Background: an optimization exercise with open tools, aiming at small area, a short achievable clock period and few clock cycles per item. Do not read the settings as production practice.
In this exercise RTL edits were held to simulation tests only and were not proved equivalent to the original.
Power and IR drop assume default switching activity.

[flow/config.mk]
export PLATFORM = sky130hd
export DESIGN_NAME = mlp_coproc
export DESIGN_NICKNAME = mlp_coproc
export VERILOG_FILES = /design/flow/design.v
export SDC_FILE = /design/flow/constraint.sdc
export NUM_CORES = 4
export LEC_CHECK = 0
export ABC_CLOCK_PERIOD_IN_PS = 3500
export CAP_MARGIN = 20
export CORE_MARGIN = 2
export CORE_UTILIZATION = 40
export SETUP_SLACK_MARGIN = 5
export SLEW_MARGIN = 20
[flow/constraint.sdc]
create_clock -name core_clock -period 11.0 [get_ports {ACLK}]
set_input_delay 2.2000 -clock core_clock [delete_from_list [all_inputs] [get_ports {ACLK}]]
set_output_delay 2.2000 -clock core_clock [all_outputs]
set_load 0.01 [all_outputs]
[flow/run.sh]
#!/bin/bash
# synth_recipe.tcl (not shown) runs the flow's synth.tcl, then flattens the netlist and writes it again
# the make line also repeats each setting of config.mk as NAME=value (left out here)
make -C /OpenROAD-flow-scripts/flow DESIGN_CONFIG=/design/flow/config.mk WORK_HOME=/design/flow/orfs CLKGATE_MAP_FILE= SYNTH_SCRIPT=/design/flow/synth_recipe.tcl finish
[flow/design.v]
`timescale 1ns/1ps
package coproc_pkg;
	localparam int data_width = 8;
	localparam int axis_width = 32;
	localparam int a_rows   = 64;
	localparam int a_cols   = 7;
	localparam int b_words  = 16;
	localparam int c_words  = 3;
	localparam int n_hidden = 2;
	localparam int a_words   = a_rows * a_cols;
	localparam int in_words  = a_words + b_words + c_words;
	localparam int out_words = a_rows;
	localparam int a_addr_bits   = 9;
	localparam int b_addr_bits   = 4;
	localparam int c_addr_bits   = 2;
	localparam int res_addr_bits = 6;
	localparam int acc_width  = 19;
	localparam int frac_shift = 8;
endpackage
`timescale 1ns/1ps
import coproc_pkg::*;
module mlp_coproc (
	input  logic        ACLK,
	input  logic        ARESETN,
	input  logic        s_axis_tvalid,
	input  logic [31:0] s_axis_tdata,
	output logic        s_axis_tready,
	output logic        m_axis_tvalid,
	output logic [31:0] m_axis_tdata,
	output logic        m_axis_tlast,
	input  logic        m_axis_tready
);
	localparam int L   = in_words;
	localparam int TAP = L - 3;
	localparam int NQ = 8;
	localparam logic [9*NQ-1:0] QV = {9'd408, 9'd350, 9'd292, 9'd233, 9'd175, 9'd117, 9'd58, 9'd0};
	localparam logic [1:0] n_credits = 2'd3;
	function automatic logic [8:0] inc_mod(input logic [8:0] v);
		inc_mod = (v == 9'(L - 1)) ? 9'd0 : v + 9'd1;
	endfunction
	function automatic logic [7:0] sat_hi(input logic [acc_width-1:0] v);
		sat_hi = (|v[acc_width-1:16]) ? 8'hff : v[15:8];
	endfunction
	function automatic logic in_q(input logic [8:0] dd);
		in_q = 1'b0;
		for (int m = 0; m < NQ; m++) begin
			if (dd == QV[9*m +: 9]) begin
				in_q = 1'b1;
			end
		end
	endfunction
	logic       tready_q;
	logic       in_v;
	logic [7:0] din;
	logic [8:0] widx_l;
	logic [8:0] d_l;
	logic [8:0] widx_c;
	logic [8:0] d_c;
	logic       accept;
	logic       rdy_acc;
	logic       rdy_idle;
	logic [8:0] ts;
	logic [8:0] cidx;
	logic [2:0] kk;
	logic       rd_full;
	logic [1:0] cred;
	logic       row_go;
	logic       consume;
	logic       take;
	function automatic logic ready_for(input logic [8:0] w, input logic [8:0] dd,
		input logic full, input logic [8:0] ci);
		if (w < 9'(a_words)) begin
			ready_for = in_q(dd) && (!full || ci > w);
		end else begin
			ready_for = (w >= 9'(a_words + b_words)) || !full;
		end
	endfunction
	assign accept        = s_axis_tvalid & tready_q;
	assign s_axis_tready = tready_q;
	assign widx_c = in_v ? inc_mod(widx_l) : widx_l;
	assign d_c    = in_v ? d_l : inc_mod(d_l);
	always_comb begin
		rdy_acc  = ready_for(inc_mod(widx_c), d_c, rd_full, cidx);
		rdy_idle = ready_for(widx_c, inc_mod(d_c), rd_full, cidx);
	end
	always_ff @(posedge ACLK) begin
		if (!ARESETN) begin
			widx_l   <= '0;
			d_l      <= 9'(L - 1);
			in_v     <= 1'b0;
			tready_q <= 1'b1;
		end else begin
			widx_l   <= widx_c;
			d_l      <= d_c;
			in_v     <= accept;
			tready_q <= accept ? rdy_acc : rdy_idle;
		end
		din <= s_axis_tdata[7:0];
	end
	logic is_a;
	assign is_a = (widx_l < 9'(a_words));
	logic [8*L-1:0] ring;
	always_ff @(posedge ACLK) begin
		ring <= {ring[8*(L-1)-1:0], ring[8*L-1 -: 8]};
		for (int m = 0; m < NQ; m++) begin
			if (in_v && is_a && d_l == QV[9*m +: 9]) begin
				ring[8*(QV[9*m +: 9] + 1) +: 8] <= din;
			end
		end
	end
	logic [7:0] bmem [0:b_words-1];
	logic [7:0] c0;
	logic [7:0] c1;
	logic [7:0] c2;
	always_ff @(posedge ACLK) begin
		for (int j = 0; j < b_words; j++) begin
			if (in_v && widx_l == 9'(a_words + j)) begin
				bmem[j] <= din;
			end
		end
		if (in_v && widx_l == 9'(a_words + b_words)) c0 <= din;
		if (in_v && widx_l == 9'(a_words + b_words + 1)) c1 <= din;
		if (in_v && widx_l == 9'(a_words + b_words + 2)) c2 <= din;
	end
	assign row_go  = rd_full && (kk == 3'd0) && (ts == cidx) && (cred != 2'd0);
	assign consume = (kk != 3'd0) || row_go;
	always_ff @(posedge ACLK) begin
		if (!ARESETN) begin
			ts      <= 9'd2;
			cidx    <= '0;
			kk      <= '0;
			rd_full <= 1'b0;
			cred    <= n_credits;
		end else begin
			ts <= inc_mod(ts);
			if (consume) begin
				kk <= (kk == 3'd6) ? 3'd0 : kk + 3'd1;
				if (cidx == 9'(a_words - 1)) begin
					cidx    <= '0;
					rd_full <= 1'b0;
				end else begin
					cidx <= cidx + 9'd1;
				end
			end
			if (in_v && widx_l == 9'(a_words + b_words - 1)) begin
				rd_full <= 1'b1;
				cidx    <= '0;
			end
			cred <= cred - 2'(row_go) + 2'(take);
		end
	end
	logic        v1, f0_1, f6_1;
	logic        v2, f0_2, f6_2;
	logic        v3;
	logic [7:0]  bs0, bs1;
	logic [11:0] p0l, p0h, p1l, p1h;
	logic [acc_width-1:0] acc0, acc1;
	logic [7:0]  a_now;
	assign a_now = ring[8*(TAP + 1) +: 8];
	always_ff @(posedge ACLK) begin
		if (!ARESETN) begin
			v1 <= 1'b0;
			v2 <= 1'b0;
			v3 <= 1'b0;
		end else begin
			v1 <= consume;
			v2 <= v1;
			v3 <= v2 && f6_2;
		end
	end
	always_ff @(posedge ACLK) begin
		f0_1 <= (kk == 3'd0);
		f6_1 <= (kk == 3'd6);
		bs0  <= bmem[{kk + 3'd1, 1'b0}];
		bs1  <= bmem[{kk + 3'd1, 1'b1}];
		f0_2 <= f0_1;
		f6_2 <= f6_1;
		p0l  <= a_now * bs0[3:0];
		p0h  <= a_now * bs0[7:4];
		p1l  <= a_now * bs1[3:0];
		p1h  <= a_now * bs1[7:4];
		if (v2) begin
			acc0 <= (f0_2 ? acc_width'(bmem[0]) : acc0) + acc_width'(p0l) + acc_width'({p0h, 4'd0});
			acc1 <= (f0_2 ? acc_width'(bmem[1]) : acc1) + acc_width'(p1l) + acc_width'({p1h, 4'd0});
		end
	end
	logic [7:0]  h0, h1;
	logic [5:2]  st;
	logic [7:0]  sat0;
	logic [7:0]  c_sel;
	logic [3:0]  nib;
	logic [11:0] prod;
	logic [16:0] osum;
	logic        yv;
	logic [7:0]  y;
	always_ff @(posedge ACLK) begin
		if (!ARESETN) begin
			st <= '0;
			yv <= 1'b0;
		end else begin
			st <= {st[4:2], v3};
			yv <= st[5];
		end
	end
	always_comb begin
		sat0  = sat_hi(acc0);
		c_sel = (v3 || st[2]) ? c1 : c2;
		nib   = v3 ? sat0[3:0] : st[2] ? h0[7:4] : st[3] ? h1[3:0] : h1[7:4];
	end
	always_ff @(posedge ACLK) begin
		if (v3) begin
			h0 <= sat0;
			h1 <= sat_hi(acc1);
		end
		prod <= c_sel * nib;
		if (st[2] || st[3] || st[4] || st[5]) begin
			osum <= (st[2] ? 17'(c0) : osum) + ((st[3] || st[5]) ? 17'({prod, 4'd0}) : 17'(prod));
		end
	end
	assign y = osum[16] ? 8'hff : osum[15:8];
	logic       e0_v, e1_v, e2_v;
	logic [8:0] e0, e1, e2;
	logic [8:0] yl;
	logic [5:0] rcnt;
	assign take = e0_v && m_axis_tready;
	assign yl   = {rcnt == 6'd63, y};
	always_ff @(posedge ACLK) begin
		if (!ARESETN) begin
			e0_v <= 1'b0;
			e1_v <= 1'b0;
			e2_v <= 1'b0;
			rcnt <= '0;
		end else begin
			if (yv) begin
				rcnt <= rcnt + 6'd1;
			end
			if (take) begin
				e0_v <= e1_v || yv;
				e1_v <= e2_v || (e1_v && yv);
				e2_v <= e2_v && yv;
			end else if (!e0_v) begin
				e0_v <= yv;
			end else if (!e1_v) begin
				e1_v <= yv;
			end else if (!e2_v) begin
				e2_v <= yv;
			end
		end
	end
	always_ff @(posedge ACLK) begin
		if (take) begin
			e0 <= e1_v ? e1 : yl;
			e1 <= e2_v ? e2 : yl;
			e2 <= yl;
		end else if (!e0_v) begin
			e0 <= yl;
		end else if (!e1_v) begin
			e1 <= yl;
		end else if (!e2_v) begin
			e2 <= yl;
		end
	end
	assign m_axis_tvalid = e0_v;
	assign m_axis_tdata  = {24'd0, e0[7:0]};
	assign m_axis_tlast  = e0[8];
endmodule
==> metrics.md, run 1 <==
| Metric | Value |
|---|---|
| Cell count after synthesis | `5,977` |
| GR Util All Layers | `0.105` |
| Post-Synth Adder-Cell Area | `0.0391` |
| Mapped Area | `a little under 0.1 mm²` |
| Dpl hpwl | `70,400 µm` |
| Initial antenna violation count | `3` |
| Total CTS buffers | `between 300 and 400` |
| MaxCap Viol Count | `0` |
| Finished Layout Cells | `9,820` |
| DIE AREA | `roughly 0.25 mm²` |
| Post-synth top area cell | `dfxtp_1` |
| Synth cell count leaders | `dfxtp_1 (3,885), edfxtp_1 (246), nand2_1 (194), nor2_1 (189), ha_1 (182)` |
| Hold_buf cts | `0` |
| Critical Path Max Stage Delay | `around 0.8 ns` |
| RSZ-0062 raised after global routing | `false` |
| Clk Latency, worst-skew pair | `0.93 ns` |
| Fin crit period | `~4.8 ns` |
| Peak VDD IR | `~0.19 mV` |
| CTS sink cnt | `4,131` |
| Vias | `40,200` |
| Post-synthesis xor/xnor area fraction | `0.0115` |
| Worst Tran Pin Value | `1.05 ns` |
| P_sw | `5.68 mW` |
| CTS tree | `built` |
| Setup-failing EPs final | `0` |
| Drt drc | `0` |
| Synth cell types | `between 80 and 90` |
| DRT met1 WL | `about 68,000 µm` |
| Slew Viols, Final | `0` |
| Share of the synthesized area in the top cell type | `0.788` |
| Hold Crit Class | `reg -> reg` |
| Worst path required time | `roughly 12 ns` |
| Final #Nets | `approximately 6,600` |
| WL met2 | `between 50,000 and 60,000 µm` |
| Top layer in use | `met4` |
| Critical path fanouts, max | `22` |
| H-tree depth | `5` |
| Syn-to-layout area delta | `16.4%` |
| Yosys warning total | `2` |
| Crit path max-delay family | `compound AO/OA/AOI/OAI gates` |
| Sequential fraction of the synthesis area | `0.863` |
| Placed Instances | `between 9,000 and 10,000` |
| Sw Ratio | `0.199` |
| Post-DRT Antenna Nets | `0` |
| Die height | `around 500 µm` |
| CTS root buf | `clkbuf_16` |
| Post-synthesis compound-gate area fraction | `0.0229` |
| FP Rows | `between 150 and 200` |
| CP endpoint kind | `flip-flop` |
| Via density per instance | `4.09` |
| Largest cells by area after synthesis | `dfxtp_1 (79%), edfxtp_1 (7.5%), ha_1 (2.3%), fa_1 (1.6%), mux2_2 (1.2%)` |
| PD cells | `~250 mW/mm²` |
| Yosys reg bits | `approximately 4,100` |
| Multi-input logic area | `0.0126 mm²` |
| Register Area | `0.0852 mm²` |
| Most frequent cell after synthesis | `dfxtp_1` |
| WP data arrival | `5.58 ns` |
| Internal power | `~23 mW` |
| Post-synthesis mux area share | `0.0159` |
| Mean post-synth cell area | `roughly 17 µm²` |
| Outcome | `finished clean` |
| Routed wl met3 | `~5700 µm` |
| First-pass GRT wire length | `around 220,000 µm` |
| Simple-gate share of the synthesized area | `0.0370` |
| Reg clk slew, reported paths | `~0.060 ns` |
| Slew HR | `0.299` |
| Worst Skew | `0.0752 ns` |
| PortBufs | `22` |
| Die Wd | `501 µm` |
| Post-CTS setup buffers | `0` |
| Ys flop type | `dfxtp_1` |
| Clock power share | `0.441` |
| Post-synth EDFFs | `around 250` |
| Buf/Inv on CP | `2` |
| Clk buf depth | `4` |
| CP most frequent cell | `a21oi_1` |
| FILL cells | `a little over 20,000` |
| WL final | `131,000 µm` |
| Largest net degree at the start of global routing | `63` |
| Core area | `0.245 mm²` |
| CP startpoint kind | `flip-flop` |
| CP Class | `reg -> reg` |
| Critical Path, Cell by Cell | `nor2_1 -> mux2i_1 -> inv_1 -> nand2_1 -> fa_1 -> fa_1 -> inv_1 -> ha_1 -> a21o_1 -> a21oi_1 -> o21bai_1 -> a21oi_1 -> o21bai_1 -> a21oi_1 -> o21bai_1 -> a21oi_1 -> xnor2_1` |
| Seq pwr share | `0.535` |
| Fmax | `approximately 0.21 GHz` |
| Post_cts resized | `0` |
| Overflow after GRT | `0` |
| Fin. Hold Viols | `0` |
| DRT Pass-1 Iters | `5` |
| Vias in the first global route | `between 40,000 and 50,000` |
| Ports | `71` |
| Comb power frac | `0.024` |
| CP max stage cell | `nor2_1` |
| Starting Density | `0.402` |
| Leakage | `~46 nW` |
| Asr flop ratio synth | `0` |
| WL per Instance | `13.3 µm` |
| Final period utilization | `0.434` |
| Tot Pwr | `roughly 28 mW` |
| Main combinational cell family by area after synthesis | `adder cells` |
| DRT iter0 DRCs | `2,027` |
| TNS Setup | `0 ns` |
| Routability congestion estimate | `around 0.75` |
| Layout cells sized above 1 | `0.112` |
per-layer routing:
layer  vias to the layer above  track usage
li1                      20100            -
met1                     19100        0.154
met2                       659        0.149
met3                       333       0.0235
met4                         0       0.0444
met5                         -            0
worst paths after layout:
check | slack [ns] | depth (start not counted) | endpoint | from
setup / recovery | 6.23 | 17 | prod[11]$_DFF_P_ | v3$_SDFF_PN0_
hold / removal | 0.27 | 0 | ring[740]$_DFF_P_ | ring[732]$_DFF_P_
setup reg to reg | 6.23 | 17 | prod[11]$_DFF_P_ | v3$_SDFF_PN0_
hold reg to reg | 0.27 | 0 | ring[740]$_DFF_P_ | ring[732]$_DFF_P_
registers in the layout (all words and copies together), names as in the netlist, 9 cells and up:
register,flops
e2,9
prod,12
acc0,19
e1,9
widx_l,9
acc1,19
ring,3736
bmem,128
osum,17
d_l,9
cidx,9
p0l,12
ts,9
e0,9
p0h,12
p1h,12
p1l,12
stage by stage:
stage / setup WS (ns) / instance area [µm²] / util / hold slack, ns
5_1_grt: 5.87 / 115000 / 0.468 / 0.272
4_1_cts: 6.20 / 115000 / 0.468 / 0.267
3_3_place_gp: 6.23 / 103000 / 0.418 / 0.310
2_1_floorplan: 6.79 / 98700 / - / 0.310
6_report: 6.23 / 115000 / 0.468 / 0.273
3_5_place_dp: 6.24 / 103000 / 0.418 / 0.312
power by group through the flow:
| stage | Combinational [mW] | Sequential, mW | Clock (mW) |
|---|---|---|---|
| final | 0.691 | 15.2 | 12.5 |
| after global routing | 0.762 | 15.2 | 13.5 |
| after CTS | 0.690 | 15.2 | 12.9 |
| after detailed placement | 0.685 | 15.6 | 0 |
| after global placement | 0.666 | 15.6 | 0 |
| after floorplan | 0.535 | 15.5 | 0 |
placed cells by master, fill, tap and decap left out, drive strengths merged, types with 22 or more instances in the layout:
| cell type | netlist | layout |
|---|---|---|
| dfxtp | 3885 | 3885 |
| clkbuf | 54 | 539 |
| edfxtp | 246 | 246 |
| nand2 | 194 | 194 |
| nor2 | 189 | 189 |
| ha | 182 | 182 |
| inv | 137 | 153 |
| a21oi | 114 | 114 |
| mux2 | 109 | 109 |
| xnor2 | 91 | 91 |
| and2 | 87 | 87 |
| fa | 79 | 79 |
| clkinv | 3 | 68 |
| o21ai | 65 | 65 |
| nand3 | 52 | 52 |
| nor2b | 50 | 50 |
| xor2 | 38 | 38 |
| o21bai | 32 | 32 |
| nor3 | 32 | 32 |
| conb | 1 | 24 |
| nand4 | 23 | 23 |
| clkdlybuf4s50 | 0 | 22 |
worst reg2reg max path, stage by stage (launching register included):
cell and delay [ns]:
dfxtp_1 0.55, nor2_1 0.79, mux2i_1 0.39, inv_1 0.10, nand2_1 0.10, fa_1 0.43
fa_1 0.55, inv_1 0.07, ha_1 0.28, a21o_1 0.16, a21oi_1 0.22, o21bai_1 0.10
a21oi_1 0.22, o21bai_1 0.09, a21oi_1 0.24, o21bai_1 0.11, a21oi_1 0.18, xnor2_1 0.13
cell families after synthesis:
| logic type | Yosys count |
|---|---|
| other | 1 |
| adders and majority gates | 261 |
| and+or+nand+nor | 730 |
| xor gates and xnor gates | 129 |
| buffers and inverters | 239 |
| DFF | 4131 |
| AOI/OAI and AO/OA | 350 |
| muxes | 136 |
final cells by class:
type	count	area share
diodes	3	0.0000654
clock buffers	539	0.0951
clock inverters	115	0.0108
inverters	140	0.00458
multi-input cells	1630	0.110
flip-flops and latches	4131	0.741
well taps	3220	0.0351
repair buffers	42	0.00322
Testbench counts, summed over its fixed seeds: cycles 18,584, frames 32.
==> run 2: changes to the inputs <==
--- a/flow/config.mk
+++ b/flow/config.mk
@@ -10,4 +10,6 @@
 export CORE_MARGIN = 2
 export CORE_UTILIZATION = 40
+export CTS_CLUSTER_DIAMETER = 80
+export CTS_CLUSTER_SIZE = 25
 export SETUP_SLACK_MARGIN = 5
 export SLEW_MARGIN = 20
==> metrics.md, run 2 <==
| Metric | Value |
|---|---|
| Outcome | `finished clean` |
| Yosys reg bits | `4,131 (unchanged)` |
| CTS root buf | `clkbuf_16` |
| Crit path max-delay family | `compound AO/OA/AOI/OAI gates` |
| CP endpoint kind | `flip-flop` |
| Most frequent cells in the layout | `dfxtp_1 (3,882), edfxtp_1 (246), nand2_1 (194), clkbuf_16 (194), nor2_1 (188)` |
| Share of the synthesized area in the top cell type | `0.788 (unchanged)` |
| Mean post-synth cell area | `16.5 µm² (unchanged)` |
| Reg clk slew, reported paths | `0.09 ns (+0.03 ns)` |
| Slew HR | `0.310 (+0.0105)` |
| WL final | `125,000 µm (-4.2%)` |
| Syn-to-layout area delta | `9.61%` |
| Die Wd | `501 µm (unchanged)` |
| Register Area | `0.0852 mm² (unchanged)` |
| Asr flop ratio synth | `0 (unchanged)` |
| CP max stage cell | `nor2_1` |
| Post_cts resized | `0 (unchanged)` |
| Clk buf depth | `3 (-1)` |
| FILL cells | `21,400 (+3.0%)` |
| Post-DRT Antenna Nets | `0 (unchanged)` |
| Slew Viols, Final | `0 (unchanged)` |
| Vias | `38,700 (-3.7%)` |
| P_sw | `4.87 mW (-14%)` |
| Yosys warning total | `2 (unchanged)` |
| Core area | `0.245 mm² (unchanged)` |
| CP Class | `reg -> reg` |
| Hold Path Depth | `0 (unchanged)` |
| Hold endpoint | `ring[572]$_DFF_P_` |
| WP data arrival | `5.53 ns (-0.05 ns)` |
| Sw Ratio | `0.207 (+0.00766)` |
| CTS tree | `built` |
| MaxCap Viol Count | `0 (unchanged)` |
| WL per Instance | `13.3 µm (+0.10%)` |
| Via density per instance | `4.12 (+0.59%)` |
| Worst path required time | `11.74 ns (-0.07 ns)` |
| Mapped Area | `0.0986 mm² (unchanged)` |
| Largest net degree at the start of global routing | `63 (unchanged)` |
| Clk Latency, worst-skew pair | `0.85 ns (-0.08 ns)` |
| Initial antenna violation count | `3 (unchanged)` |
| Critical Path Max Stage Delay | `0.78 ns (about the same)` |
| DRT iter0 DRCs | `2,189 (+8.0%)` |
| Post-synth top area cell | `dfxtp_1` |
| GR Util All Layers | `0.100 (-0.00494)` |
| Overflow after GRT | `0 (unchanged)` |
| Most common cell after layout, fill and taps aside | `dfxtp_1` |
| DIE AREA | `0.251 mm² (unchanged)` |
| Clock power share | `0.323 (-0.118)` |
| Setup-failing EPs final | `0 (unchanged)` |
| TNS Setup | `0 ns (unchanged)` |
| Finished Layout Cells | `9,402 (-4.3%)` |
| PortBufs | `22 (unchanged)` |
| Placed Instances | `9,163 (unchanged)` |
| Total CTS buffers | `191 (-49%)` |
| Post-CTS setup buffers | `0 (unchanged)` |
| Reg with most FFs | `ring` |
| Synth cell types | `83 (unchanged)` |
| Seq pwr share | `0.647 (+0.112)` |
| Multi-input logic area | `0.0126 mm² (unchanged)` |
| Comb power frac | `0.029 (+0.005)` |
| Worst Tran Pin Value | `1.03 ns (-0.0157 ns)` |
| DRT Pass-1 Iters | `6 (+1)` |
| Max FFs per register | `3,736 (unchanged)` |
| Reg-to-Reg End | `prod[11]$_DFF_P_` |
| Fmax | `0.209 GHz (-0.41%)` |
| Fin crit period | `4.79 ns (+0.0196 ns)` |
| CP startpoint kind | `flip-flop` |
| Peak VDD IR | `0.162 mV (-13%)` |
| Hold_buf cts | `0 (unchanged)` |
| Synth cell count leaders | `dfxtp_1 (3,885), edfxtp_1 (246), nand2_1 (194), nor2_1 (189), ha_1 (182)` |
| Final #Nets | `6,433 (-2.8%)` |
| Internal power | `18.6 mW (-18%)` |
| Routability congestion estimate | `0.754 (unchanged)` |
| Largest cells by area after synthesis | `dfxtp_1 (79%), edfxtp_1 (7.5%), ha_1 (2.3%), fa_1 (1.6%), mux2_2 (1.2%)` |
| Sequential fraction of the synthesis area | `0.863 (unchanged)` |
| HP Start | `ring[564]$_DFF_P_` |
| Worst reg2reg path depth | `16 (-1)` |
| Vias in the first global route | `38,800 (-5.6%)` |
| Post-synth EDFFs | `246 (unchanged)` |
| Buf/Inv on CP | `1 (-1)` |
| CP most frequent cell | `a21oi_1` |
| Die height | `501 µm (unchanged)` |
| Ports | `71 (unchanged)` |
| Critical path fanouts, max | `22 (unchanged)` |
| Reg2Reg Setup Slack | `6.21 ns (-0.02 ns)` |
| Most frequent cell after synthesis | `dfxtp_1` |
| Critical Path, Cell by Cell | `nor2_1 -> mux2_2 -> nand2_1 -> fa_1 -> fa_1 -> inv_1 -> ha_1 -> a21o_1 -> a21oi_1 -> o21bai_1 -> a21oi_1 -> o21bai_1 -> a21oi_1 -> o21bai_1 -> a21oi_1 -> xnor2_1` |
| Ys flop type | `dfxtp_1` |
| FP Rows | `182 (unchanged)` |
| Starting Density | `0.402 (unchanged)` |
| Cell count after synthesis | `5,977 (unchanged)` |
| First-pass GRT wire length | `205,000 µm (-5.0%)` |
| Hold Crit Class | `reg -> reg` |
| Worst Skew | `0.0529 ns (-0.0223 ns)` |
| Layout cells sized above 1 | `0.0639 (-0.0484)` |
| RSZ-0062 raised after global routing | `false` |
| Drt drc | `0 (unchanged)` |
| H-tree depth | `4 (-1)` |
| Dpl hpwl | `70,400 µm (unchanged)` |
| Fin. Hold Viols | `0 (unchanged)` |
| Leakage | `42.7 nW (-7.3%)` |
| Largest regs | `ring (3736), bmem (128)` |
| R2r startpoint | `v3$_SDFF_PN0_` |
| PD cells | `217 mW/mm² (-12%)` |
| CTS sink cnt | `4,131 (unchanged)` |
| Final period utilization | `0.436 (+0.00178)` |
## run 2: cell counts after synthesis
No cell type changed its count.
## run 2: cells by family (layout without fill, tap and decap cells)
group	Yosys count	after routing	share of synthesized area
AND/OR/NAND/NOR	730	730	0.0370
multiplexers	136	136	0.0159
XOR/XNOR	129	129	0.0115
flip-flops	4131	4131	0.863
adder cells (fa/ha/maj)	261	261	0.0391
buffers and inverters	239	420	0.0102
other	1	25	0.0000380
AO/OA/AOI/OAI	350	350	0.0229
## run 2: worst max path at each step
stage                             endpoint  depth (start not counted)           from
after floorplan           prod[11]$_DFF_P_                         17  v3$_SDFF_PN0_
after global placement    prod[11]$_DFF_P_                         17  v3$_SDFF_PN0_
after detailed placement  prod[11]$_DFF_P_                         17  v3$_SDFF_PN0_
after CTS                 prod[11]$_DFF_P_                         17  v3$_SDFF_PN0_
after global routing      prod[11]$_DFF_P_                         17  v3$_SDFF_PN0_
final                     prod[11]$_DFF_P_                         16  v3$_SDFF_PN0_
## run 2: area by class of cell
| class | instances | share of cell area |
|---|---|---|
| antenna | 1 | 0.0000231 |
| clock buffer | 202 | 0.0452 |
| clock inverter | 36 | 0.00503 |
| inverter | 140 | 0.00486 |
| multi-input combinational | 1630 | 0.117 |
| sequential | 4131 | 0.788 |
| tap | 3220 | 0.0373 |
| timing repair buffer | 42 | 0.00343 |
## run 2: through the flow
step / hold WS (ns) / area, µm² / util / worst slack [ns] / power [mW]
2_1_floorplan: 0.310 / 98700 / - / 6.79 / 16.1
3_3_place_gp: 0.310 / 103000 / 0.418 / 6.23 / 16.2
3_5_place_dp: 0.312 / 103000 / 0.418 / 6.24 / 16.3
4_1_cts: 0.311 / 108000 / 0.440 / 6.18 / 23.8
5_1_grt: 0.316 / 108000 / 0.440 / 5.85 / 24.4
6_report: 0.308 / 108000 / 0.440 / 6.21 / 23.5
## run 2: power groups by stage
stage               combinational (mW)  sequential, mW  clock [mW]
floorplan                        0.535            15.5           0
global placement                 0.666            15.6           0
detailed placement               0.685            15.6           0
CTS                              0.690            15.2        7.90
global route                     0.762            15.2        8.43
finish                           0.690            15.2        7.60
## run 2: metal layers
layer | share of wire | vias up | GRT usage
li1 | - | 19500 | -
met1 | 0.53 | 18500 | 0.151
met2 | 0.40 | 516 | 0.142
met3 | 0.042 | 213 | 0.0208
met4 | 0.026 | 0 | 0.0334
met5 | 0 | - | 0
==> run 3: changes to the inputs <==
==> flow/flow/run.sh (new file) <==
#!/bin/bash
set -euo pipefail
SETUP_MARGIN=7.2
bash standard.sh SETUP_SLACK_MARGIN=$SETUP_MARGIN finish > flow_standard.log 2>&1
==> flow/standard.sh (new file) <==
#!/bin/bash
# synth_recipe.tcl (not shown) runs the flow's synth.tcl, then flattens the netlist and writes it again
# the make line also repeats each setting of config.mk as NAME=value (left out here)
make -C /OpenROAD-flow-scripts/flow DESIGN_CONFIG=/design/flow/config.mk WORK_HOME=/design/flow/orfs CLKGATE_MAP_FILE= SYNTH_SCRIPT=/design/flow/synth_recipe.tcl "${@:-finish}"
--- a/flow/config.mk
+++ b/flow/config.mk
@@ -12,4 +12,3 @@
 export CTS_CLUSTER_DIAMETER = 80
 export CTS_CLUSTER_SIZE = 25
-export SETUP_SLACK_MARGIN = 5
 export SLEW_MARGIN = 20
removed: flow/run.sh
==> metrics.md, run 3 <==
| Metric | Value |
|---|---|
| Peak VDD IR | `0.147 mV (-8.8%)` |
| Internal power | `18.8 mW (+0.65%)` |
| Final #Nets | `6,468 (+0.54%)` |
| Slew HR | `0.319 (+0.00939)` |
| Most frequent cells in the layout | `dfxtp_1 (3,859), edfxtp_1 (246), clkbuf_16 (195)` |
| Post-synth top area cell | `dfxtp_1` |
| HP Start | `ring[596]$_DFF_P_` |
| Cell count after synthesis | `5,977 (unchanged)` |
| P_sw | `4.89 mW (+0.34%)` |
| CP startpoint kind | `flip-flop` |
| Starting Density | `0.402 (unchanged)` |
| Fin. Hold Viols | `0 (unchanged)` |
| Slew Viols, Final | `0 (unchanged)` |
| Layout cells sized above 1 | `0.0848 (+0.0208)` |
| Mean post-synth cell area | `16.5 µm² (unchanged)` |
| WL final | `126,000 µm (+0.70%)` |
| Outcome | `finished clean` |
| WP data arrival | `4.56 ns (-0.97 ns)` |
| Seq pwr share | `0.644 (-0.003)` |
| Share of the synthesized area in the top cell type | `0.788 (unchanged)` |
| R2r startpoint | `widx_l[5]$_SDFF_PN0_` |
| Post-synth EDFFs | `246 (unchanged)` |
| TNS Setup | `0 ns (unchanged)` |
| Final period utilization | `0.343 (-0.0925)` |
| First-pass GRT wire length | `207,000 µm (+0.97%)` |
| MaxCap Viol Count | `0 (unchanged)` |
| Fin area | `0.109 mm² (+0.94%)` |
| CP endpoint kind | `flip-flop` |
| Ports | `71 (unchanged)` |
| Via density per instance | `4.11 (-0.29%)` |
| Leakage | `43.1 nW (+0.91%)` |
| Finished Layout Cells | `9,444 (+0.45%)` |
| Clock power share | `0.326 (+0.003)` |
| Reg clk slew, reported paths | `0.09 ns (about the same)` |
| FP Rows | `182 (unchanged)` |
| DRT Pass-1 Iters | `5 (-1)` |
| Crit path max-delay family | `compound AO/OA/AOI/OAI gates` |
| Buf/Inv on CP | `2 (+1)` |
| Reg with most FFs | `ring` |
| Register Area | `0.0852 mm² (about the same)` |
| GR Util All Layers | `0.101 (+0.000800)` |
| Die Wd | `501 µm (unchanged)` |
| Ys flop type | `dfxtp_1` |
| Worst Skew | `0.0770 ns (+0.0241 ns)` |
| H-tree depth | `4 (unchanged)` |
| WL per Instance | `13.3 µm (+0.25%)` |
| Syn-to-layout area delta | `10.6%` |
| PD cells | `217 mW/mm² (-0.35%)` |
| CTS sink cnt | `4,131 (unchanged)` |
| Yosys warning total | `2 (unchanged)` |
| Synth cell types | `83 (unchanged)` |
| Most common cell after layout, fill and taps aside | `dfxtp_1` |
| Dpl cell area | `0.103 mm² (about the same)` |
| Clk Latency, worst-skew pair | `0.87 ns (+0.02 ns)` |
| Post-DRT Antenna Nets | `0 (unchanged)` |
| Setup WS post-layout | `7.23 ns (+1.02 ns)` |
| Placed Instances | `9,163 (unchanged)` |
| Sequential fraction of the synthesis area | `0.863 (unchanged)` |
| CTS root buf | `clkbuf_16` |
| Routability congestion estimate | `0.745 (-1.2%)` |
| Worst path required time | `11.78 ns (+0.04 ns)` |
| Hold Crit Class | `reg -> reg` |
| Mapped Area | `0.0986 mm² (unchanged)` |
| Comb power frac | `0.030 (about the same)` |
| Critical path fanouts, max | `6 (-73%)` |
| FILL cells | `21,200 (-0.93%)` |
| Largest cells by area after synthesis | `dfxtp_1 (79%), edfxtp_1 (7.5%), ha_1 (2.3%), fa_1 (1.6%), mux2_2 (1.2%)` |
| DIE AREA | `0.251 mm² (unchanged)` |
| Multi-input logic area | `0.0131 mm² (+3.7%)` |
| Setup-failing EPs final | `0 (unchanged)` |
| Clk buf depth | `3 (unchanged)` |
| Sw Ratio | `0.207 (-0.000507)` |
| Synth cell count leaders | `dfxtp_1 (3,885), edfxtp_1 (246), nand2_1 (194), nor2_1 (189), ha_1 (182)` |
| CP Class | `reg -> reg` |
| Total CTS buffers | `191 (unchanged)` |
| RSZ-0062 raised after global routing | `true` |
| DRT iter0 DRCs | `2,156 (-1.5%)` |
| PortBufs | `22 (unchanged)` |
| Critical Path, Cell by Cell | `and4b_2 -> nand4_1 -> a21oi_2 -> buf_4 -> inv_1 -> ha_1 -> nand4_1 -> or3_4 -> xor2_2 -> nand2_1 -> ha_1 -> nand2_1 -> a21oi_1 -> a221o_1 -> a21oi_1 -> o21ai_0 -> a31oi_1 -> o311a_1 -> o211ai_2` |
| Fin crit period | `3.77 ns (-1.02 ns)` |
| CTS tree | `built` |
| Source of the critical timing path | `widx_l[5]$_SDFF_PN0_` |
| Die height | `501 µm (unchanged)` |
| Asr flop ratio synth | `0 (unchanged)` |
| Vias | `38,800 (+0.16%)` |
| Largest net degree at the start of global routing | `62 (-1.6%)` |
| Core area | `0.245 mm² (unchanged)` |
| Yosys reg bits | `4,131 (unchanged)` |
| Dpl ws | `5.85 ns (-0.386 ns)` |
| Vias in the first global route | `39,000 (+0.71%)` |
| Dpl hpwl | `69,900 µm (-0.79%)` |
| Worst Tran Pin Value | `1.01 ns (-0.0203 ns)` |
| Max FFs per register | `3,736 (unchanged)` |
| CP max stage cell | `or3_4` |
| Most frequent cell after synthesis | `dfxtp_1` |
| Critical Path Max Stage Delay | `0.40 ns (-0.38 ns)` |
| Drt drc | `0 (unchanged)` |
| Fmax | `0.265 GHz (+27%)` |
| Overflow after GRT | `0 (unchanged)` |
| Largest regs | `ring (3736), bmem (128)` |
| Initial antenna violation count | `7 (+4)` |
[run 3: power by group through the flow]
stage               Clock, mW  Sequential [mW]  Combinational [mW]
floorplan                   0             15.5               0.535
global placement            0             15.6               0.684
detailed placement          0             15.6               0.685
CTS                      7.99             15.2               0.712
global route             8.53             15.2               0.795
finish                   7.71             15.2               0.719
[run 3: area by class of cell]
class / instances / share of cell area
Clock buffer: 205 / 0.0450
Timing Repair Buffer: 77 / 0.00678
Sequential cell: 4131 / 0.781
Tap cell: 3220 / 0.0369
Clock inverter: 35 / 0.00582
Antenna cell: 6 / 0.000138
Inverter: 140 / 0.00483
Multi-Input combinational cell: 1630 / 0.120
[run 3: per-layer routing]
layer / GRT usage / part of all wire / routed length [µm]
met5: 0 / 0 / 0
met4: 0.0315 / 0.024 / 3010
met3: 0.0190 / 0.040 / 4990
met2: 0.145 / 0.41 / 51100
met1: 0.153 / 0.53 / 67000
[run 3: worst paths after layout]
check	endpoint	slack [ns]	cells after the start
setup / recovery	tready_q$_SDFF_PN1_	7.23	19
hold / removal	ring[604]$_DFF_P_	0.30	0
setup reg to reg	tready_q$_SDFF_PN1_	7.23	19
hold reg to reg	ring[604]$_DFF_P_	0.30	0
[run 3: cell families (layout without fill, tap and decap cells)]
family	after synthesis	in the layout	synth area share
DFF	4131	4131	0.863
and+or+nand+nor	730	730	0.0370
AOI/OAI and AO/OA	350	350	0.0229
adders and majority gates	261	261	0.0391
buffers and inverters	239	457	0.0102
muxes	136	136	0.0159
xor gates and xnor gates	129	129	0.0115
other	1	30	0.0000380
[run 3: through the flow]
stage	power, mW	hold WS [ns]	util
5_1_grt	24.6	0.300	0.445
3_5_place_dp	16.3	0.312	0.418
3_3_place_gp	16.3	0.310	0.418
2_1_floorplan	16.1	0.310	-
4_1_cts	23.9	0.291	0.443
6_report	23.6	0.298	0.445
[run 3: repair_timing]
item,4_1_cts,5_1_grt
setup endpoints to repair,72,24
resized for setup,82,65
setup buffers,21,12
pin swaps,31,27
hold buffers,0,0
cloned,1,1
[run 3: worst register-to-register path: cells and delay by family (launching register included)]
family / cells / cell delay, ns
adders and majority gates: 2 / 0.47
AOI/OAI and AO/OA: 8 / 1.28
buffers and inverters: 2 / 0.24
DFF: 1 / 0.39
and+or+nand+nor: 6 / 1.19
xor gates and xnor gates: 1 / 0.15
==> run 4: changes to the inputs <==
--- a/flow/design.v
+++ b/flow/design.v
@@ -33,6 +33,6 @@
 	localparam int L   = in_words;
 	localparam int TAP = L - 3;
-	localparam int NQ = 8;
-	localparam logic [9*NQ-1:0] QV = {9'd408, 9'd350, 9'd292, 9'd233, 9'd175, 9'd117, 9'd58, 9'd0};
+	localparam int NQ = 4;
+	localparam logic [9*NQ-1:0] QV = {9'd350, 9'd233, 9'd117, 9'd0};
 	localparam logic [1:0] n_credits = 2'd3;
 	function automatic logic [8:0] inc_mod(input logic [8:0] v);
@@ -186,6 +186,5 @@
 	end
 	logic [7:0]  h0, h1;
-	logic [5:2]  st;
-	logic [7:0]  sat0;
+	logic [6:2]  st;
 	logic [7:0]  c_sel;
 	logic [3:0]  nib;
@@ -199,21 +198,20 @@
 			yv <= 1'b0;
 		end else begin
-			st <= {st[4:2], v3};
-			yv <= st[5];
+			st <= {st[5:2], v3};
+			yv <= st[6];
 		end
 	end
 	always_comb begin
-		sat0  = sat_hi(acc0);
-		c_sel = (v3 || st[2]) ? c1 : c2;
-		nib   = v3 ? sat0[3:0] : st[2] ? h0[7:4] : st[3] ? h1[3:0] : h1[7:4];
+		c_sel = (st[2] || st[3]) ? c1 : c2;
+		nib   = st[2] ? h0[3:0] : st[3] ? h0[7:4] : st[4] ? h1[3:0] : h1[7:4];
 	end
 	always_ff @(posedge ACLK) begin
 		if (v3) begin
-			h0 <= sat0;
+			h0 <= sat_hi(acc0);
 			h1 <= sat_hi(acc1);
 		end
 		prod <= c_sel * nib;
-		if (st[2] || st[3] || st[4] || st[5]) begin
-			osum <= (st[2] ? 17'(c0) : osum) + ((st[3] || st[5]) ? 17'({prod, 4'd0}) : 17'(prod));
+		if (st[3] || st[4] || st[5] || st[6]) begin
+			osum <= (st[3] ? 17'(c0) : osum) + ((st[4] || st[6]) ? 17'({prod, 4'd0}) : 17'(prod));
 		end
 	end
==> flow/flow/run.sh (replaced) <==
#!/bin/bash
set -euo pipefail
SETUP_MARGIN=7.2
bash standard.sh SETUP_SLACK_MARGIN=$SETUP_MARGIN "BUFFER_PORTS_ARGS=-buffer_cell sky130_fd_sc_hd__buf_4" finish > flow_standard.log 2>&1
==> metrics.md, run 4 <==
| Metric | Value |
|---|---|
| Main combinational cell family by area after synthesis | `adder cells` |
| Total CTS buffers | `193 (+1.0%)` |
| Worst path required time | `11.77 ns (about the same)` |
| Vias | `38,600 (-0.59%)` |
| Post-Synth Adder-Cell Area | `0.0393 (+0.000212)` |
| Post-synth top area cell | `dfxtp_1` |
| CTS sink cnt | `4,136 (+0.12%)` |
| Mapped Area | `0.0984 mm² (-0.28%)` |
| Hold_buf cts | `0 (unchanged)` |
| Fmax | `0.256 GHz (-3.4%)` |
| Die Wd | `500 µm (-0.14%)` |
| Die height | `500 µm (-0.14%)` |
| Peak VDD IR | `0.164 mV (+12%)` |
| WL met2 | `49,600 µm (-2.8%)` |
| MaxCap Viol Count | `0 (unchanged)` |
| Outcome | `finished clean` |
| DRT met1 WL | `63,700 µm (-4.8%)` |
| CTS root buf | `clkbuf_16` |
| Final #Nets | `6,416 (-0.80%)` |
| Hold Crit Class | `reg -> reg` |
| Clk Latency, worst-skew pair | `0.87 ns (about the same)` |
| Post-synthesis xor/xnor area fraction | `0.0112 (-0.000235)` |
| GR Util All Layers | `0.0979 (-0.00295)` |
| PD cells | `216 mW/mm² (-0.35%)` |
| Via density per instance | `4.11 (about the same)` |
| Fin. Hold Viols | `0 (unchanged)` |
| Top layer in use | `met4` |
| Synth cell types | `83 (unchanged)` |
| Ports | `71 (unchanged)` |
| DRT iter0 DRCs | `1,874 (-13%)` |
| PortBufs | `22 (unchanged)` |
| DRT Pass-1 Iters | `5 (unchanged)` |
| Clk buf depth | `3 (unchanged)` |
| Synth cell count leaders | `dfxtp_1 (3,886), edfxtp_1 (250), nor2_1 (199), ha_1 (182), nand2_1 (157)` |
| Slew HR | `0.326 (+0.00712)` |
| Starting Density | `0.401 (-0.000759)` |
| Slew Viols, Final | `0 (unchanged)` |
| Core area | `0.245 mm² (about the same)` |
| Worst Skew | `0.0605 ns (-0.0165 ns)` |
| Critical path fanouts, max | `5 (-1)` |
| Sequential fraction of the synthesis area | `0.867 (+0.00386)` |
| Routed wl met3 | `5010 µm (+0.44%)` |
| Drt drc | `0 (unchanged)` |
| Final period utilization | `0.355 (+0.0120)` |
| Yosys reg bits | `4,136 (+0.12%)` |
| Reg clk slew, reported paths | `0.09 ns (about the same)` |
| Dpl hpwl | `67,200 µm (-3.8%)` |
| Ys flop type | `dfxtp_1` |
| WL final | `122,000 µm (-3.6%)` |
| Multi-input logic area | `0.0124 mm² (-5.0%)` |
| Post-DRT Antenna Nets | `0 (unchanged)` |
| Leakage | `42.8 nW (-0.67%)` |
| CP endpoint kind | `flip-flop` |
| WL per Instance | `12.9 µm (-3.0%)` |
| Fin crit period | `3.91 ns (+0.132 ns)` |
| Initial antenna violation count | `4 (-3)` |
| Layout cells sized above 1 | `0.0738 (-0.0110)` |
| Asr flop ratio synth | `0 (unchanged)` |
| Cell count after synthesis | `5,932 (-0.75%)` |
| Overflow after GRT | `0 (unchanged)` |
| Dpl ws | `6.22 ns (+0.364 ns)` |
| Syn-to-layout area delta | `10.2%` |
| Most frequent cells in the layout | `dfxtp_1 (3,867), edfxtp_1 (250), nor2_1 (195), clkbuf_16 (195), ha_1 (181)` |
| Post-synthesis compound-gate area fraction | `0.0237 (+0.000790)` |
| Vias in the first global route | `38,800 (-0.48%)` |
| Largest cells by area after synthesis | `dfxtp_1 (79%), edfxtp_1 (7.6%), ha_1 (2.3%), fa_1 (1.6%), mux2_2 (0.92%)` |
| FP Rows | `182 (unchanged)` |
| H-tree depth | `4 (unchanged)` |
| FILL cells | `21,100 (-0.52%)` |
| Most common cell after layout, fill and taps aside | `dfxtp_1` |
| CTS tree | `built` |
| Most frequent cell after synthesis | `dfxtp_1` |
| Share of the synthesized area in the top cell type | `0.791 (+0.00243)` |
| First-pass GRT wire length | `202,000 µm (-2.2%)` |
| Routability congestion estimate | `0.762 (+2.3%)` |
| Simple-gate share of the synthesized area | `0.0368 (-0.000226)` |
| TNS Setup | `0 ns (unchanged)` |
| CP startpoint kind | `flip-flop` |
| DIE AREA | `0.250 mm² (-0.28%)` |
| Setup WS post-layout | `7.09 ns (-0.132 ns)` |
| CP Class | `reg -> reg` |
| Post-synth EDFFs | `250 (+1.6%)` |
| Setup-failing EPs final | `0 (unchanged)` |
| RSZ-0062 raised after global routing | `true` |
| Max FFs per register | `3,736 (unchanged)` |
| Post-synthesis mux area share | `0.0121 (-0.00380)` |
| Reg with most FFs | `ring` |
| Yosys warning total | `2 (unchanged)` |
| Mean post-synth cell area | `16.6 µm² (+0.47%)` |
| Register Area | `0.0853 mm² (+0.14%)` |
| Largest net degree at the start of global routing | `60 (-3.2%)` |
| Largest regs | `ring (3736), bmem (128)` |
| Worst Tran Pin Value | `1.01 ns (-0.00679 ns)` |
| WP data arrival | `4.68 ns (+0.12 ns)` |
run 4: cell count changes in the layout (fill, tap and decap cells not counted), moves of 10 or more:
cell	change
nor3_1	+16
clkdlybuf4s50_1	-11
ha_1	+11
a221oi_1	+12
nand2b_1	+27
nand2_1	-36
nor2_1	+11
a21oi_2	-11
nand3_1	-10
mux2_2	-26
buf_4	+11
run 4: layout make-up:
cell class / instances / area share
flip-flops and latches: 4136 / 0.787
multi-input cells: 1595 / 0.114
clock buffers: 201 / 0.0448
well taps: 3220 / 0.0372
clock inverters: 42 / 0.00663
repair buffers: 63 / 0.00530
inverters: 130 / 0.00455
diodes: 1 / 0.0000231
run 4: cell families (layout without fill, tap and decap cells):
logic type                 after synthesis  count (layout)
muxes                                  108             108
other                                    1              25
AOI/OAI and AO/OA                      356             356
buffers and inverters                  224             436
adders and majority gates              262             262
DFF                                   4136            4136
xor gates and xnor gates               126             126
and+or+nand+nor                        719             719
run 4: critical path, cell delays in order (launching register included):
cell and delay, ns:
dfxtp_4 0.38, mux2i_2 0.18, or2_4 0.25, a21oi_4 0.14, a21oi_4 0.06, or2_4 0.25
fa_1 0.50, fa_1 0.51, inv_2 0.05, ha_1 0.27, a21o_1 0.12, a21oi_2 0.06
o21bai_1 0.16, a21oi_2 0.09, o21bai_1 0.17, a21oi_2 0.09, or4b_4 0.49, o2111ai_2 0.09
run 4: through the flow:
step                      area [µm²]  std cells  power, mW  hold WS, ns   util
after floorplan                98500       5955       15.9        0.310      -
after global placement        102000       9124       16.0        0.310  0.418
after detailed placement      102000       9124       16.0        0.312  0.418
after CTS                     108000       9376       23.7        0.284  0.441
after global routing          108000       9388       24.3        0.297  0.442
final                         108000       9388       23.4        0.288  0.442
run 4: final timing paths:
path / to / cells after the start / from / slack (ns)
min reg2reg: ring[1401]$_DFF_P_ / 0 / ring[1393]$_DFF_P_ / 0.29
min: ring[1401]$_DFF_P_ / 0 / ring[1393]$_DFF_P_ / 0.29
max reg2reg: prod[11]$_DFF_P_ / 17 / st[4]$_SDFF_PN0_ / 7.09
max: prod[11]$_DFF_P_ / 17 / st[4]$_SDFF_PN0_ / 7.09
run 4: power breakdown:
| group | total (mW) | internal (mW) | switching (mW) |
|---|---|---|---|
| sequential | 15.2 | 15.1 | 0.0702 |
| combinational | 0.493 | 0.196 | 0.296 |
| clock | 7.71 | 3.31 | 4.40 |
run 4: metal layers:
metal,GRT usage,vias up
met3,0.0199,224
met2,0.143,500
met1,0.144,18400
li1,-,19400
met5,0,-
met4,0.0344,0
run 4: what timing repair did:
action                                  4_1_cts  5_1_grt
cloned                                        0        2
setup buffers                                 9        9
resized for setup                            32       33
pin swaps                                     5       14
endpoints found under the setup margin       24       15
Testbench counts of run 4, summed over its fixed seeds: cycles 18,592, frames 32.
==> run 5: changes to the inputs <==
--- a/flow/design.v
+++ b/flow/design.v
@@ -55,6 +55,4 @@
 	logic [8:0] widx_l;
 	logic [8:0] d_l;
-	logic [8:0] widx_c;
-	logic [8:0] d_c;
 	logic       accept;
 	logic       rdy_acc;
@@ -78,19 +76,34 @@
 	assign accept        = s_axis_tvalid & tready_q;
 	assign s_axis_tready = tready_q;
-	assign widx_c = in_v ? inc_mod(widx_l) : widx_l;
-	assign d_c    = in_v ? d_l : inc_mod(d_l);
+	logic [8:0] widx_1, widx_2;
+	logic [8:0] d_1, d_2;
+	logic r_20, r_11, r_02;
 	always_comb begin
-		rdy_acc  = ready_for(inc_mod(widx_c), d_c, rd_full, cidx);
-		rdy_idle = ready_for(widx_c, inc_mod(d_c), rd_full, cidx);
-	end
-	always_ff @(posedge ACLK) begin
-		if (!ARESETN) begin
-			widx_l   <= '0;
+		r_20     = ready_for(widx_2, d_l, rd_full, cidx);
+		r_11     = ready_for(widx_1, d_1, rd_full, cidx);
+		r_02     = ready_for(widx_l, d_2, rd_full, cidx);
+		rdy_acc  = in_v ? r_20 : r_11;
+		rdy_idle = in_v ? r_11 : r_02;
+	end
+	always_ff @(posedge ACLK) begin
+		if (!ARESETN) begin
+			widx_l   <= 9'd0;
+			widx_1   <= 9'd1;
+			widx_2   <= 9'd2;
 			d_l      <= 9'(L - 1);
+			d_1      <= 9'd0;
+			d_2      <= 9'd1;
 			in_v     <= 1'b0;
 			tready_q <= 1'b1;
 		end else begin
-			widx_l   <= widx_c;
-			d_l      <= d_c;
+			if (in_v) begin
+				widx_l <= widx_1;
+				widx_1 <= widx_2;
+				widx_2 <= inc_mod(widx_2);
+			end else begin
+				d_l <= d_1;
+				d_1 <= d_2;
+				d_2 <= inc_mod(d_2);
+			end
 			in_v     <= accept;
 			tready_q <= accept ? rdy_acc : rdy_idle;
==> flow/flow/run.sh (replaced) <==
#!/bin/bash
set -euo pipefail
SETUP_MARGIN=7.5
bash standard.sh SETUP_SLACK_MARGIN=$SETUP_MARGIN "BUFFER_PORTS_ARGS=-buffer_cell sky130_fd_sc_hd__buf_4" finish > flow_standard.log 2>&1
==> metrics.md, run 5 <==
| Metric | Value |
|---|---|
| Post-DRT Antenna Nets | `0 (unchanged)` |
| Most frequent cells in the layout | `dfxtp_1 (3,902), edfxtp_1 (250), nor2_1 (228)` |
| Worst path required time | `11.77 ns (about the same)` |
| CP Class | `reg -> reg` |
| Seq pwr share | `0.656 (+0.006)` |
| CTS root buf | `clkbuf_16` |
| H-tree depth | `4 (unchanged)` |
| Slew HR | `0.227 (-0.0992)` |
| Leakage | `43.5 nW (+1.7%)` |
| Fin crit period | `3.94 ns (+0.0374 ns)` |
| PD cells | `212 mW/mm² (-2.0%)` |
| Largest cells by area after synthesis | `dfxtp_1 (79%), edfxtp_1 (7.6%), ha_1 (2.3%), fa_1 (1.6%), mux2_2 (0.90%)` |
| Outcome | `finished clean` |
| Final period utilization | `0.359 (+0.00340)` |
| Clk Latency, worst-skew pair | `0.84 ns (-0.03 ns)` |
| Die Wd | `502 µm (+0.50%)` |
| Core area | `0.246 mm² (+0.46%)` |
| Starting Density | `0.403 (+0.00221)` |
| WL final | `125,000 µm (+3.0%)` |
| Mean post-synth cell area | `16.5 µm² (-0.19%)` |
| Ys flop type | `dfxtp_1` |
| CP startpoint kind | `flip-flop` |
| Hold Crit Class | `reg -> reg` |
| Dpl cell area | `0.104 mm² (+1.1%)` |
| Peak VDD IR | `0.167 mV (+1.5%)` |
| Share of the synthesized area in the top cell type | `0.790 (about the same)` |
| Clk buf depth | `3 (unchanged)` |
| Synth cell types | `81 (-2.4%)` |
| Critical Path Max Stage Delay | `0.56 ns (+0.05 ns)` |
| P_sw | `4.65 mW (-2.5%)` |
| Util after Layout | `0.448 (+0.00597)` |
| Final #Nets | `6,542 (+2.0%)` |
| Slew Viols, Final | `0 (unchanged)` |
| Total CTS buffers | `193 (unchanged)` |
| Fmax | `0.254 GHz (-0.95%)` |
| Asr flop ratio synth | `0 (unchanged)` |
| Max FFs per register | `3,736 (unchanged)` |
| Worst Tran Pin Value | `1.16 ns (+0.151 ns)` |
| Clock power share | `0.331 (+0.002)` |
| Routability congestion estimate | `0.757 (-0.63%)` |
| WP data arrival | `4.72 ns (+0.04 ns)` |
| CTS sink cnt | `4,172 (+0.87%)` |
| Worst Skew | `0.0909 ns (+0.0304 ns)` |
| Worst hold margin | `0.276 ns (-0.0120 ns)` |
| Fin area | `0.110 mm² (+1.8%)` |
| Yosys reg bits | `4,172 (+0.87%)` |
| Mapped Area | `0.0994 mm² (+1.0%)` |
| Fin. Hold Viols | `0 (unchanged)` |
| Largest net degree at the start of global routing | `54 (-10%)` |
| DRT Pass-1 Iters | `5 (unchanged)` |
| RSZ-0062 raised after global routing | `true` |
| Most frequent cell after synthesis | `dfxtp_1` |
| PortBufs | `22 (unchanged)` |
| Die height | `502 µm (+0.50%)` |
| DRT iter0 DRCs | `2,034 (+8.5%)` |
| Yosys warning total | `2 (unchanged)` |
| Sequential fraction of the synthesis area | `0.866 (-0.00149)` |
| CP endpoint kind | `flip-flop` |
| Cell count after synthesis | `6,004 (+1.2%)` |
| Overflow after GRT | `0 (unchanged)` |
| Critical path fanouts, max | `8 (+3)` |
| Post-synth EDFFs | `250 (unchanged)` |
| Drt drc | `0 (unchanged)` |
| Comb power frac | `0.013 (-0.008)` |
| Sw Ratio | `0.199 (-0.00466)` |
| Reg with most FFs | `ring` |
| Most common cell after layout, fill and taps aside | `dfxtp_1` |
| Ports | `71 (unchanged)` |
| Initial antenna violation count | `4 (unchanged)` |
| WL per Instance | `13.0 µm (+0.62%)` |
| Syn-to-layout area delta | `11.1%` |
| GR Util All Layers | `0.0996 (+0.00169)` |
| MaxCap Viol Count | `0 (unchanged)` |
| TNS Setup | `0 ns (unchanged)` |
| Internal power | `18.7 mW (+0.37%)` |
| DIE AREA | `0.252 mm² (+1.0%)` |
| Largest regs | `ring (3736), bmem (128)` |
| Dpl hpwl | `68,900 µm (+2.4%)` |
| Hold_buf cts | `0 (unchanged)` |
| CP max stage cell | `fa_1` |
| FP Rows | `182 (unchanged)` |
| CTS tree | `built` |
| Critical Path, Cell by Cell | `mux2i_4 -> nor2_2 -> a21oi_2 -> nor2_2 -> a21oi_4 -> or2_4 -> fa_1 -> inv_2 -> fa_1 -> ha_1 -> a21o_1 -> a21oi_4 -> o21bai_4 -> a2111oi_4 -> o31ai_1 -> a21oi_1 -> xnor2_1` |
| First-pass GRT wire length | `207,000 µm (+2.4%)` |
| Reg clk slew, reported paths | `0.10 ns (about the same)` |
| Setup-failing EPs final | `0 (unchanged)` |
| Layout cells sized above 1 | `0.0902 (+0.0164)` |
| Vias | `39,100 (+1.5%)` |
| Synth cell count leaders | `dfxtp_1 (3,922), edfxtp_1 (250), nor2_1 (234), ha_1 (183), inv_1 (163)` |
| Post-synth top area cell | `dfxtp_1` |
| Vias in the first global route | `39,400 (+1.4%)` |
| Via density per instance | `4.07 (-0.83%)` |
[run 5: metrics by stage]
stage	setup WS, ns	total power [mW]	std cells
floorplan	7.38	15.9	6027
global placement	6.50	15.9	9296
detailed placement	6.52	16.0	9296
CTS	6.95	23.7	9586
global route	6.87	24.3	9609
finish	7.06	23.4	9610
[run 5: layout make-up]
cell class	count	area, µm²
Fill cell	21500	136000
Sequential cell	4172	86100
Multi-Input combinational cell	1601	13000
Clock buffer	214	4980
Tap cell	3312	4140
Timing Repair Buffer	112	1050
Inverter	164	616
Clock inverter	33	581
Antenna cell	2	5.00
[run 5: critical path, delay by kind of cell, from the launching register on]
| kind | cells | cell delay (ns) |
|---|---|---|
| compound gates | 8 | 1.23 |
| xor+xnor | 1 | 0.13 |
| fa+ha+maj | 3 | 1.36 |
| buf+inv | 1 | 0.04 |
| flops | 1 | 0.41 |
| mux | 1 | 0.21 |
| simple gates | 3 | 0.49 |
[run 5: worst paths after layout]
check	from	slack (ns)	endpoint	cells after the start
max	st[4]$_SDFF_PN0_	7.06	prod[11]$_DFF_P_	17
min	ring[3009]$_DFF_P_	0.28	ring[3017]$_DFF_P_	0
max reg2reg	st[4]$_SDFF_PN0_	7.06	prod[11]$_DFF_P_	17
min reg2reg	ring[3009]$_DFF_P_	0.28	ring[3017]$_DFF_P_	0
[run 5: cells by family after synthesis]
kind of cell,synth area share
simple gates,0.0355
compound gates,0.0233
flops,0.866
fa+ha+maj,0.0391
buf+inv,0.0107
mux,0.0152
xor+xnor,0.0106
other cells,0.0000377
[run 5: metal layers]
metal / share of wire / track usage / up-vias
li1: - / - / 19700
met4: 0.024 / 0.0313 / 0
met5: 0 / 0 / -
met3: 0.039 / 0.0198 / 220
met1: 0.53 / 0.150 / 18800
met2: 0.40 / 0.143 / 462
[run 5: what timing repair did]
action,4_1_cts,5_1_grt
buffers inserted,41,21
endpoints found under the setup margin,47,39
cloned,2,1
pin swaps,43,49
resized for setup,97,60
[run 5: power groups by stage]
stage	clock network (mW)	registers, mW	logic [mW]
floorplan	0	15.7	0.203
global placement	0	15.7	0.267
detailed placement	0	15.7	0.274
CTS	8.04	15.3	0.294
global route	8.61	15.3	0.324
finish	7.73	15.3	0.294
Testbench counts of run 5, summed over its fixed seeds: cycles 18,592, frames 32.
==> run 6: changes to the inputs <==
--- a/flow/design.v
+++ b/flow/design.v
@@ -199,11 +199,13 @@
 	end
 	logic [7:0]  h0, h1;
+	logic [7:0]  sat0;
 	logic [6:2]  st;
-	logic [7:0]  c_sel;
-	logic [3:0]  nib;
+	logic [7:0]  opc;
+	logic [3:0]  opn;
 	logic [11:0] prod;
 	logic [16:0] osum;
 	logic        yv;
 	logic [7:0]  y;
+	assign sat0 = sat_hi(acc0);
 	always_ff @(posedge ACLK) begin
 		if (!ARESETN) begin
@@ -215,14 +217,12 @@
 		end
 	end
-	always_comb begin
-		c_sel = (st[2] || st[3]) ? c1 : c2;
-		nib   = st[2] ? h0[3:0] : st[3] ? h0[7:4] : st[4] ? h1[3:0] : h1[7:4];
-	end
 	always_ff @(posedge ACLK) begin
 		if (v3) begin
-			h0 <= sat_hi(acc0);
+			h0 <= sat0;
 			h1 <= sat_hi(acc1);
 		end
-		prod <= c_sel * nib;
+		opc  <= (v3 || st[2]) ? c1 : c2;
+		opn  <= v3 ? sat0[3:0] : st[2] ? h0[7:4] : st[3] ? h1[3:0] : h1[7:4];
+		prod <= opc * opn;
 		if (st[3] || st[4] || st[5] || st[6]) begin
 			osum <= (st[3] ? 17'(c0) : osum) + ((st[4] || st[6]) ? 17'({prod, 4'd0}) : 17'(prod));
==> metrics.md, run 6 <==
| Metric | Value |
|---|---|
| Outcome | `finished clean` |
| GR Util All Layers | `0.0993 (-0.000279)` |
| Post-synthesis mux area share | `0.0146 (-0.000577)` |
| CP Class | `reg -> out` |
| DRT Pass-1 Iters | `5 (unchanged)` |
| Yosys reg bits | `4,180 (+0.19%)` |
| Clk Latency, worst-skew pair | `0.86 ns (+0.02 ns)` |
| MaxCap Viol Count | `0 (unchanged)` |
| Share of the synthesized area in the top cell type | `0.792 (+0.00186)` |
| Synth cell count leaders | `dfxtp_1 (3,934), edfxtp_1 (246), nor2_1 (204), ha_1 (183), inv_1 (176)` |
| Clk buf depth | `3 (unchanged)` |
| R2r startpoint | `f0_2$_DFF_P_` |
| Post-synthesis compound-gate area fraction | `0.0240 (+0.000764)` |
| Reg clk slew, reported paths | `0.09 ns (about the same)` |
| Total CTS buffers | `192 (-0.52%)` |
| WP data arrival | `1.40 ns (-3.32 ns)` |
| FP Rows | `183 (+0.55%)` |
| Slew Viols, Final | `0 (unchanged)` |
| H-tree depth | `4 (unchanged)` |
| Reg2Reg Setup Slack | `7.63 ns (+0.57 ns)` |
| Reg with most FFs | `ring` |
| Worst path required time | `8.80 ns (-2.97 ns)` |
| First-pass GRT wire length | `206,000 µm (-0.68%)` |
| Worst Skew | `0.0929 ns (+0.00203 ns)` |
| Largest net degree at the start of global routing | `56 (+3.7%)` |
| Dpl ws | `6.60 ns (+0.0769 ns)` |
| WL final | `124,000 µm (-0.54%)` |
| Initial antenna violation count | `5 (+1)` |
| Worst Tran Pin Value | `1.01 ns (-0.147 ns)` |
| Post-Synth Adder-Cell Area | `0.0389 (-0.000128)` |
| PortBufs | `22 (unchanged)` |
| Yosys warning total | `2 (unchanged)` |
| Critical path fanouts, max | `1 (-7)` |
| Crit path max-delay family | `flip-flops` |
| Post-synth EDFFs | `246 (-1.6%)` |
| Layout cells sized above 1 | `0.0685 (-0.0217)` |
| Die height | `503 µm (about the same)` |
| Post-synthesis xor/xnor area fraction | `0.0103 (-0.000272)` |
| Critical Path, Cell by Cell | `buf_6` |
| Overflow after GRT | `0 (unchanged)` |
| CTS tree | `built` |
| Reg-to-Reg End | `acc0[17]$_DFFE_PP_` |
| Die Wd | `503 µm (about the same)` |
| Mean post-synth cell area | `16.5 µm² (-0.31%)` |
| Simple-gate share of the synthesized area | `0.0344 (-0.00106)` |
| Final #Nets | `6,499 (-0.66%)` |
| Fin. Hold Viols | `0 (unchanged)` |
| CP startpoint kind | `flip-flop` |
| CTS root buf | `clkbuf_16` |
| PD cells | `214 mW/mm² (+0.93%)` |
| Post-synth top area cell | `dfxtp_1` |
| Most common cell after layout, fill and taps aside | `dfxtp_1` |
| Largest regs | `ring (3736), bmem (128)` |
| CP max stage cell | `edfxtp_1` |
| Largest cells by area after synthesis | `dfxtp_1 (79%), edfxtp_1 (7.4%), ha_1 (2.3%), fa_1 (1.6%), mux2_2 (0.88%)` |
| Worst Setup EP | `m_axis_tdata[7]` |
| Vias | `38,800 (-0.99%)` |
| Ys flop type | `dfxtp_1` |
| Most frequent cell after synthesis | `dfxtp_1` |
| Peak VDD IR | `0.158 mV (-5.1%)` |
| Vias in the first global route | `39,200 (-0.51%)` |
| Critical Path Max Stage Delay | `0.40 ns (-0.16 ns)` |
| Starting Density | `0.401 (-0.00229)` |
| Drt drc | `0 (unchanged)` |
| Ports | `71 (unchanged)` |
| Worst reg2reg path depth | `12 (-5)` |
| Fmax | `0.278 GHz (+9.6%)` |
| Slew HR | `0.325 (+0.0978)` |
| Cell count after synthesis | `6,027 (+0.38%)` |
| Fin crit period | `3.60 ns (-0.344 ns)` |
| Worst path depth | `1 (-16)` |
| Hold_buf cts | `0 (unchanged)` |
| Synth cell types | `75 (-7.4%)` |
| Hold Crit Class | `reg -> reg` |
| TNS Setup | `0 ns (unchanged)` |
| Dpl hpwl | `70,000 µm (+1.6%)` |
| Main combinational cell family by area after synthesis | `adder cells` |
| Routability congestion estimate | `0.772 (+2.0%)` |
| Post-DRT Antenna Nets | `0 (unchanged)` |
| DRT iter0 DRCs | `2,028 (-0.29%)` |
| Most frequent cells in the layout | `dfxtp_1 (3,910), edfxtp_1 (246), nor2_1 (203)` |
| WL per Instance | `13.0 µm (-0.24%)` |
| Setup WS post-layout | `7.40 ns (+0.344 ns)` |
| Core area | `0.248 mm² (+0.64%)` |
| Leakage | `43.3 nW (-0.48%)` |
| Source of the critical timing path | `e0[7]$_DFFE_PP_` |
| Via density per instance | `4.04 (-0.70%)` |
| CP endpoint kind | `output pin` |
| Buf/Inv on CP | `1 (unchanged)` |
| CTS sink cnt | `4,180 (+0.19%)` |
| Setup-failing EPs final | `0 (unchanged)` |
| RSZ-0062 raised after global routing | `true` |
| Mapped Area | `0.0994 mm² (about the same)` |
| Syn-to-layout area delta | `10.2%` |
| Max FFs per register | `3,736 (unchanged)` |
| Asr flop ratio synth | `0 (unchanged)` |
| Sequential fraction of the synthesis area | `0.866 (about the same)` |
| Final period utilization | `0.327 (-0.0313)` |
| DIE AREA | `0.253 mm² (about the same)` |
run 6: logic make-up (layout without fill, tap and decap cells):
| family | after synthesis | after routing |
|---|---|---|
| mux | 134 | 134 |
| flops | 4180 | 4180 |
| buf+inv | 275 | 475 |
| fa+ha+maj | 262 | 262 |
| xor+xnor | 117 | 117 |
| compound gates | 374 | 374 |
| other cells | 1 | 26 |
| simple gates | 684 | 684 |
run 6: metrics by stage:
step	hold WS, ns	utilization	std cells	instance area [µm²]	total power, mW
4_1_cts	0.228	0.441	9574	109000	23.7
2_1_floorplan	0.310	-	6050	99500	15.9
3_5_place_dp	0.312	0.418	9326	104000	16.0
6_report	0.244	0.442	9582	110000	23.4
3_3_place_gp	0.310	0.418	9325	104000	16.0
5_1_grt	0.237	0.442	9581	110000	24.3
run 6: repair_timing:
action,in CTS,in global routing
setup buffers,4,5
pin swaps,1,14
gates resized for setup,34,49
cloned,1,1
endpoints found under the setup margin,34,30
run 6: worst min path at each step:
stage	startpoint	endpoint	slack [ns]	depth (start not counted)
floorplan	f0_1$_DFF_P_	f0_2$_DFF_P_	0.31	0
global placement	ring[3143]$_DFF_P_	ring[3151]$_DFF_P_	0.31	0
detailed placement	ring[993]$_DFF_P_	ring[1001]$_DFF_P_	0.31	0
CTS	ring[2720]$_DFF_P_	ring[2728]$_DFF_P_	0.23	0
global route	ring[2720]$_DFF_P_	ring[2728]$_DFF_P_	0.24	0
finish	ring[2939]$_DFF_P_	ring[2947]$_DFF_P_	0.24	0
run 6: routing by layer:
metal,share of wire,wire [µm],up-vias,track usage
li1,-,-,19600,-
met1,0.53,65600,18600,0.147
met2,0.41,51000,394,0.144
met3,0.037,4560,219,0.0202
met4,0.026,3270,0,0.0339
met5,0,0,-,0
run 6: where the power goes:
part	internal (mW)	leakage, nW	switching [mW]
clock	3.31	2.70	4.44
sequential	15.3	33.9	0.0588
combinational	0.120	6.72	0.166
run 6: final cells by class:
| class | count | area (µm²) |
|---|---|---|
| Fill cell | 21500 | 138000 |
| Antenna cell | 2 | 5.00 |
| Clock buffer | 209 | 4880 |
| Tap cell | 3330 | 4170 |
| Timing Repair Buffer | 54 | 537 |
| Inverter | 178 | 671 |
| Multi-Input combinational cell | 1595 | 12400 |
| Sequential cell | 4180 | 86200 |
| Clock inverter | 34 | 723 |
Testbench counts of run 6, summed over its fixed seeds: cycles 18,592, frames 32.

[separate check: timing with driven ports]
No port has a modelled driver above. Below, the same layouts with a new extraction and two added sets of constraints. Step 1: set_driving_cell puts a clkbuf_16 on ACLK and a buf_2 on each other input, an assumption about the parent block. Step 2, shift: input delay + t, output delay - t, t = (earliest + latest rising clock arrival at the registers) / 2. This alone moves slack from input paths to output paths. Three values: ideal ports, drivers, drivers and shift; two values: the first two.
run	t, ns	setup WS [ns]	worst hold slack (ns)	worst setup path after step 2	cell pins on the clock port's net
run 1	0.977	6.227 / 6.227 / 6.227	0.273 / 0.273 / 0.273	register to register	1
run 2	0.911	6.207 / 6.207 / 6.207	0.308 / 0.308 / 0.308	register to register	1
run 3	0.909	7.225 / 7.225 / 6.525	0.298 / 0.298 / 0.298	input to register	1
run 4	0.931	7.093 / 7.093 / 6.927	0.288 / 0.288 / 0.288	input to register	1
run 5	0.886	7.056 / 7.056 / 7.056	0.276 / 0.276 / 0.276	register to register	1
run 6	0.897	7.400 / 7.318 / 6.789	0.244 / 0.244 / 0.244	input to register	1
After both steps setup and hold are still met in every run listed. The setup slack of run 3, which loses most, moves by 0.000 ns with the drivers and by -0.700 ns with both steps.
